Background: an optimization exercise with open tools, aiming at a short achievable clock period and few clock cycles per item. Do not read the settings as production practice. The RTL was checked by simulation tests, not by an equivalence proof against the original design. No driver is modelled on the clock port, so clock power and skew are understated where the tree is cut down; a real chip needs a root buffer or a tree. Power figures rest on the tool's default switching activity, not on a simulated workload.

Design luby_restart_scheduler, start of the top module:
module luby_restart_scheduler #(
    parameter int INDEX_BITS = lrs_pkg::LRS_INDEX_BITS
) (
    input  wire logic                              clk,
    input  wire logic                              rst_n,
    input  wire logic                              cfg_wr_en,
    input  wire logic [lrs_pkg::LRS_UNIT_W-1:0]    cfg_wr_data,
    input  wire logic                              in_valid,
    output logic                                   in_ready,
    input  wire logic [lrs_pkg::LRS_COUNT_W-1:0]   conflict_count,
    output logic                                   out_valid,
    input  wire logic                              out_ready,
    output logic                                   restart,
    output logic [lrs_pkg::LRS_TOTAL_W-1:0]        restart_total
);
    localparam int SEQ_W = $clog2(INDEX_BITS);
    localparam int GAP_W = LRS_UNIT_W + INDEX_BITS - 1;
    localparam int QD    = 5;
    logic [LRS_UNIT_W-1:0]  unit_reg;
    logic                   reload_n;    
    logic                   reload2_n;   
    logic                   in_ready_reg;
    logic [2:0]             occ_reg;
    logic [LRS_COUNT_W-1:0] a1_count;
    logic                   a1_valid;
    logic [LRS_COUNT_W-1:0] a2_count;
    logic                   a2_valid;
    logic [3:0][12:0]        a2_g;
    logic [3:0][12:0]        a2_p;
    logic [3:0]             a2_top;
    logic [LRS_COUNT_W-1:0] b_count;
    logic                   b_valid;
    logic [LRS_COUNT_W-1:0] lim_count;
    logic [GAP_W-1:0]       lim_gap;
    logic [INDEX_BITS-1:0]  total;       
    logic [QD-1:0]          q_valid;     
    logic                   q_empty;     
    logic                   out_vld;     
    logic [QD-1:0]          q_fire;
    logic [GAP_W-1:0]       gap0;
    logic [GAP_W-1:0]       gap1;
    logic                   accept;
    logic                   fire;
    logic                   total_max;   
    logic                   total_last;  
    logic                   total_step;
    assign accept = in_valid && in_ready_reg;
    logic [3:0][2:0] occ_opt;    
    logic [3:0]      rdy_opt;
    always_comb
    begin
        for (int k = 0; k < 4; k++)
        begin
            occ_opt[k] = occ_reg + 3'(k[1] && in_ready_reg) - 3'(k[0] && !q_empty);
            rdy_opt[k] = occ_opt[k] < 3'(QD);
        end
    end
    logic [2:0] occ_next;
    logic       rdy_next;
  ...
For scale: ~4000 cells after synthesis, ~100 I/O pins, roughly 41000 sq um of cells after synthesis.
==> flow/config.mk <==
export PLATFORM = sky130hd
export DESIGN_NAME = luby_restart_scheduler
export DESIGN_NICKNAME = luby_restart_scheduler
export VERILOG_FILES = /design/flow/design.v
export SDC_FILE = /design/flow/constraint.sdc
export NUM_CORES = 4
export LEC_CHECK = 0
export ABC_CLOCK_PERIOD_IN_PS = 2000
export CAP_MARGIN = 20
export CORE_MARGIN = 2
export CORE_UTILIZATION = 40
export GPL_TIMING_DRIVEN = 1
export SETUP_SLACK_MARGIN = 3.0
export SLEW_MARGIN = 20
export SYNTH_HIERARCHICAL = 1
==> flow/constraint.sdc <==
create_clock -name core_clock -period 5.0 [get_ports {clk}]
set_input_delay 1.0000 -clock core_clock [delete_from_list [all_inputs] [get_ports {clk}]]
set_output_delay 1.0000 -clock core_clock [all_outputs]
set_load 0.01 [all_outputs]
standard.sh (not shown) runs the stock make flow with config.mk's settings and CLKGATE_MAP_FILE= SYNTH_SCRIPT=/design/flow/synth_recipe.tcl, a recipe that flattens the netlist after the stock synthesis.
==> flow/flow/run.sh <==
#!/bin/bash
# The standard layout, except that the clock tree is built by
# flow/cts_tree.tcl instead of TritonCTS: the clock port drives four root
# buffers, one per sector of the core, and each drives the buffers of its
# clusters of flip-flops. Everything else (synthesis, floorplan, placement,
# the repairs after CTS, routing and finish) is the standard flow.
# make's own output goes to flow_make.log; each ORFS step keeps its log under
# orfs/logs/.
set -euo pipefail
here=$(pwd)
export PRE_CTS_TCL="$here/flow/cts_tree.tcl"
bash standard.sh PRE_CTS_TCL="$PRE_CTS_TCL" finish > "$here/flow_make.log" 2>&1
Other scripts of this flow, unchanged in this note and not shown: flow/flow/cts_tree.tcl
The first run ran to the end with no violations.
Testbench counts at the start, summed over its fixed seeds: cycles 22,528, items 22,400.
==> next run, changes <==
--- a/flow/design.v
+++ b/flow/design.v
@@ -166,20 +166,19 @@
 module lrs_cmp_part #(
     parameter int AW = 48,
     parameter int GW = 47,
     parameter int NG = 13       
 ) (
     input  wire logic [AW-1:0] a,
     input  wire logic [AW-1:0] b,
     input  wire logic [GW-1:0] g,
     output logic [NG-1:0]      grp_g,
-    output logic [NG-1:0]      grp_p,
-    output logic               top
+    output logic [NG-1:0]      grp_p
 );
     logic [49:0]     oa;
     logic [49:0]     ob;
     logic [49:0]     og;
     logic [49:0]     x;
     logic [49:0]     y;
     logic [4*NG-1:0] bg;
     logic [4*NG-1:0] bp;
     assign oa = {{(50-AW){1'b0}}, a};
@@ -187,33 +186,31 @@
     assign og = ~{{(50-GW){1'b0}}, g};
     assign x  = oa ^ ob ^ og;
     assign y  = {(oa[48:0] & ob[48:0]) | (oa[48:0] & og[48:0]) | (ob[48:0] & og[48:0]), 1'b1};
     assign bg = (4*NG)'(x[48:0] & y[48:0]);
     assign bp = {{(4*NG-49){1'b1}}, x[48:0] | y[48:0]};
     for (genvar j = 0; j < NG; j++) begin : g_grp
         lrs_gp_tree #(.N(4)) u_grp (
             .g (bg[4*j +: 4]), .p (bp[4*j +: 4]), .go (grp_g[j]), .po (grp_p[j]));
     end
-    assign top = x[49] ^ y[49];
 endmodule
 module lrs_cmp_fin #(
     parameter int NG = 13
 ) (
     input  wire logic [NG-1:0] grp_g,
     input  wire logic [NG-1:0] grp_p,
-    input  wire logic          top,
     output logic               gt
 );
     logic c;
     logic unused_p;
     lrs_gp_tree #(.N(NG)) u_join (
         .g (grp_g), .p (grp_p), .go (c), .po (unused_p));
-    assign gt = !(top ^ c);
+    assign gt = c;
 endmodule
 module lrs_fire (
     input  wire logic       clk,
     input  wire logic       rst_n,
     input  wire logic       a_valid,    
     input  wire logic [3:0] a_gt,       
     output logic            fire,
     output logic            b_valid     
 );
@@ -286,19 +283,18 @@
     logic                   reload2_n;   
     logic                   in_ready_reg;
     logic [2:0]             occ_reg;
     logic [LRS_COUNT_W-1:0] a1_count;
     logic                   a1_valid;
     logic [LRS_COUNT_W-1:0] a2_count;
     logic                   a2_valid;
     logic [3:0][12:0]        a2_g;
     logic [3:0][12:0]        a2_p;
-    logic [3:0]             a2_top;
     logic [LRS_COUNT_W-1:0] b_count;
     logic                   b_valid;
     logic [LRS_COUNT_W-1:0] lim_count;
     logic [GAP_W-1:0]       lim_gap;
     logic [INDEX_BITS-1:0]  total;       
     logic [QD-1:0]          q_valid;     
     logic                   q_empty;     
     logic                   out_vld;     
     logic [QD-1:0]          q_fire;
@@ -347,42 +343,40 @@
             a1_valid    <= accept;
         end
     end
     always_ff @(posedge clk)
         in_ready_reg <= rdy_next;
     always_ff @(posedge clk)
         a1_count <= conflict_count;
     logic [3:0][12:0] a1_g;
     logic [3:0][12:0] a1_p;
-    logic [3:0] a1_top;
     lrs_cmp_part #(.AW(LRS_COUNT_W), .GW(GAP_W)) u_cmp_p1g0 (
         .a (a1_count), .b (a2_count), .g (gap0),
-        .grp_g (a1_g[0]), .grp_p (a1_p[0]), .top (a1_top[0]));
+        .grp_g (a1_g[0]), .grp_p (a1_p[0]));
     lrs_cmp_part #(.AW(LRS_COUNT_W), .GW(GAP_W)) u_cmp_p1g1 (
         .a (a1_count), .b (a2_count), .g (gap1),
-        .grp_g (a1_g[1]), .grp_p (a1_p[1]), .top (a1_top[1]));
+        .grp_g (a1_g[1]), .grp_p (a1_p[1]));
     lrs_cmp_part #(.AW(LRS_COUNT_W), .GW(GAP_W)) u_cmp_p2 (
         .a (a1_count), .b (b_count), .g (gap0),
-        .grp_g (a1_g[2]), .grp_p (a1_p[2]), .top (a1_top[2]));
+        .grp_g (a1_g[2]), .grp_p (a1_p[2]));
     lrs_cmp_part #(.AW(LRS_COUNT_W), .GW(GAP_W)) u_cmp_lim (
         .a (a1_count), .b (lim_count), .g (lim_gap),
-        .grp_g (a1_g[3]), .grp_p (a1_p[3]), .top (a1_top[3]));
+        .grp_g (a1_g[3]), .grp_p (a1_p[3]));
     always_ff @(posedge clk)
     begin
         a2_count <= a1_count;
         a2_g     <= a1_g;
         a2_p     <= a1_p;
-        a2_top   <= a1_top;
     end
     logic [3:0] a2_gt;
     for (genvar k = 0; k < 4; k++) begin : g_fin
         lrs_cmp_fin u_fin (
-            .grp_g (a2_g[k]), .grp_p (a2_p[k]), .top (a2_top[k]), .gt (a2_gt[k]));
+            .grp_g (a2_g[k]), .grp_p (a2_p[k]), .gt (a2_gt[k]));
     end
     always_ff @(posedge clk)
         b_count <= a2_count;
     logic fire_l;    
     logic fire_q;    
     logic b_valid_q;
     lrs_fire u_fire (
         .clk (clk), .rst_n (rst_n), .a_valid (a2_valid), .a_gt (a2_gt),
         .fire (fire), .b_valid (b_valid));
Effect:
- sequential share of layout area came out lower by 0.18 points
- hold slack barely changes
- power came out higher by about 3%
- setup slack degrades by 87 ps
- cell area is about the same
- via count hardly moves
- clock power is about the same
- sequential power came out higher by 2.3%
- final cell count hardly moves
- wire length came out higher by about 1.2%
- global-route usage came out higher by 0.20 points
Testbench counts after the change, summed over its fixed seeds: cycles 22,528, items 22,400.
In every run of this note, the design's own scripts or RTL, not TritonCTS, make the clock network.


Setup of v16:
luby_restart_scheduler, a different RTL version from the one above (not shown whole).
Size: ~3400 cells after synthesis, about 100 I/O pins, ~35000 sq um of cells after synthesis.
Design luby_restart_scheduler, start of the top module:
module luby_restart_scheduler #(
    parameter int INDEX_BITS = lrs_pkg::LRS_INDEX_BITS
) (
    input  wire logic                              clk,
    input  wire logic                              rst_n,
    input  wire logic                              cfg_wr_en,
    input  wire logic [lrs_pkg::LRS_UNIT_W-1:0]    cfg_wr_data,
    input  wire logic                              in_valid,
    output logic                                   in_ready,
    input  wire logic [lrs_pkg::LRS_COUNT_W-1:0]   conflict_count,
    output logic                                   out_valid,
    input  wire logic                              out_ready,
    output logic                                   restart,
    output logic [lrs_pkg::LRS_TOTAL_W-1:0]        restart_total
);
==> flow/config.mk <==
export PLATFORM = sky130hd
export DESIGN_NAME = luby_restart_scheduler
export DESIGN_NICKNAME = luby_restart_scheduler
export VERILOG_FILES = /design/flow/design.v
export SDC_FILE = /design/flow/constraint.sdc
export NUM_CORES = 4
export LEC_CHECK = 0
export ABC_CLOCK_PERIOD_IN_PS = 2000
export CAP_MARGIN = 20
export CORE_MARGIN = 2
export CORE_UTILIZATION = 40
export GPL_TIMING_DRIVEN = 1
export SETUP_SLACK_MARGIN = 3.0
export SLEW_MARGIN = 20
==> flow/constraint.sdc <==
create_clock -name core_clock -period 5.0 [get_ports {clk}]
set_input_delay 1.0000 -clock core_clock [delete_from_list [all_inputs] [get_ports {clk}]]
set_output_delay 1.0000 -clock core_clock [all_outputs]
set_load 0.01 [all_outputs]
run.sh (not shown) runs the stock make flow with config.mk's settings and CLKGATE_MAP_FILE= SYNTH_SCRIPT=/design/flow/synth_recipe.tcl, a recipe that flattens the netlist after the stock synthesis.
Stock flow here: none of the scripts above is used.
Testbench counts of v16, summed over its fixed seeds: cycles 22,528, items 22,400.
Edits applied to the flow inputs when going from v16 to v33:
--- a/flow/design.v
+++ b/flow/design.v
@@ -383,13 +383,12 @@
     logic [LO-1:0]          head_lo;
     logic [HI-1:0]          head_hi;
     logic [HI-1:0]          head_hi_up;  
     logic                   head_zero;   
     logic                   head_max;    
     logic [INDEX_BITS-1:0]  out_total;   
-    logic                   out_fire;    
     always_comb
     begin
         for (int t = 0; t < 2; t++)
         begin
             logic          tk;
             logic [QD:0]   sv;
@@ -439,38 +438,34 @@
     end
     always_ff @(posedge clk or negedge rst_n)
     begin
         if (!rst_n)
         begin
             q_valid   <= '0;
-            q_fire[0] <= 1'b0;
             head_zero <= 1'b1;
         end
         else
         begin
             q_valid <= n_valid[out_ready];
             if (n_load[out_ready])
-                q_fire[0] <= n_hfire[out_ready];
-            if (n_load[out_ready])
                 head_zero <= 1'b0;
         end
     end
     always_ff @(posedge clk)
     begin
-        q_fire[QD-1:1] <= n_fire[out_ready][QD-1:1];
+        q_fire <= n_fire[out_ready];
         if (n_load[out_ready])
         begin
             head_lo  <= h_lo[out_ready];
             head_hi  <= h_hi[out_ready];
             head_max <= h_max[out_ready];
         end
         head_hi_up <= head_hi + HI'(1);
-        out_fire   <= n_load[out_ready] ? n_hfire[out_ready] : q_fire[0];
         out_total  <= n_load[out_ready] ? {h_hi[out_ready], h_lo[out_ready]}
                                         : {head_hi, head_lo};
     end
     assign in_ready      = in_ready_reg;
     assign out_valid     = q_valid[0];
-    assign restart       = out_fire;
+    assign restart       = q_fire[0];
     assign restart_total = LRS_TOTAL_W'(out_total);
 endmodule
 `default_nettype wire
Notes after the runs:
- v33 finished end to end and its layout was clean on timing, DRC and antenna.
- As far as count of multi-input gates is concerned, v16 and v33 perform about the same.
- Between v16 and v33, the difference in y dimension of the die is negligible.
- Utilization ends up lower on v33.
- v16 reports its path class of the lowest-slack min-delay path as flip-flop to flip-flop while v33 reports primary input to async pin.
- Summary of v33 over v16: number of buffers added for setup after CTS went down about 32%; minimum clock period after layout went down 72 ps; wire length of the first global-routing pass went down 2.8%; design area went down 600 sq um; worst-case setup margin in the final layout went up 72 ps.
- Comparing v16 and v33, the lower routed metal-1 wire length is on v33.
- Compared v16 against v33; share of the yosys chip area belonging to registers within noise.
- In v33 the maximum frequency turned out 0.015 GHz higher than in v16.
Testbench counts of v33, summed over its fixed seeds: cycles 22,528, items 22,400.

==> separate check: timing with driven ports <==
In the flow no input, the clock included, has a driving cell. The finished layouts below were timed again as built, in two steps. Step 1 assumes that a clkbuf_16 drives the clock port and a buf_2 every other input. Step 2, shift: input delay + t, output delay - t, t = (earliest + latest rising clock arrival at the registers) / 2. This alone moves slack from input paths to output paths. Three values: ideal ports, drivers, drivers and shift; two values: the first two.
run | t (ns) | setup WS [ns] | hold slack, ns | cell pins on the clock port's net
the first run of note 1 | 0.544 | 2.764 / 2.764 / 2.640 | 0.365 / 0.365 / 0.365 | 4
the second run of note 1 | 0.552 | 2.677 / 2.677 / 2.574 | 0.363 / 0.363 / 0.363 | 4
v16 | 0.720 | 2.745 / 2.677 / 2.296 | 0.334 / 0.334 / 0.334 | 1
v33 | 0.699 | 2.817 / 2.750 / 2.339 | 0.337 / 0.335 / 0.337 | 1
After both steps setup and hold are still met in every run listed. The setup slack of v33, which loses most, moves by -0.067 ns with the drivers and by -0.478 ns with both steps.
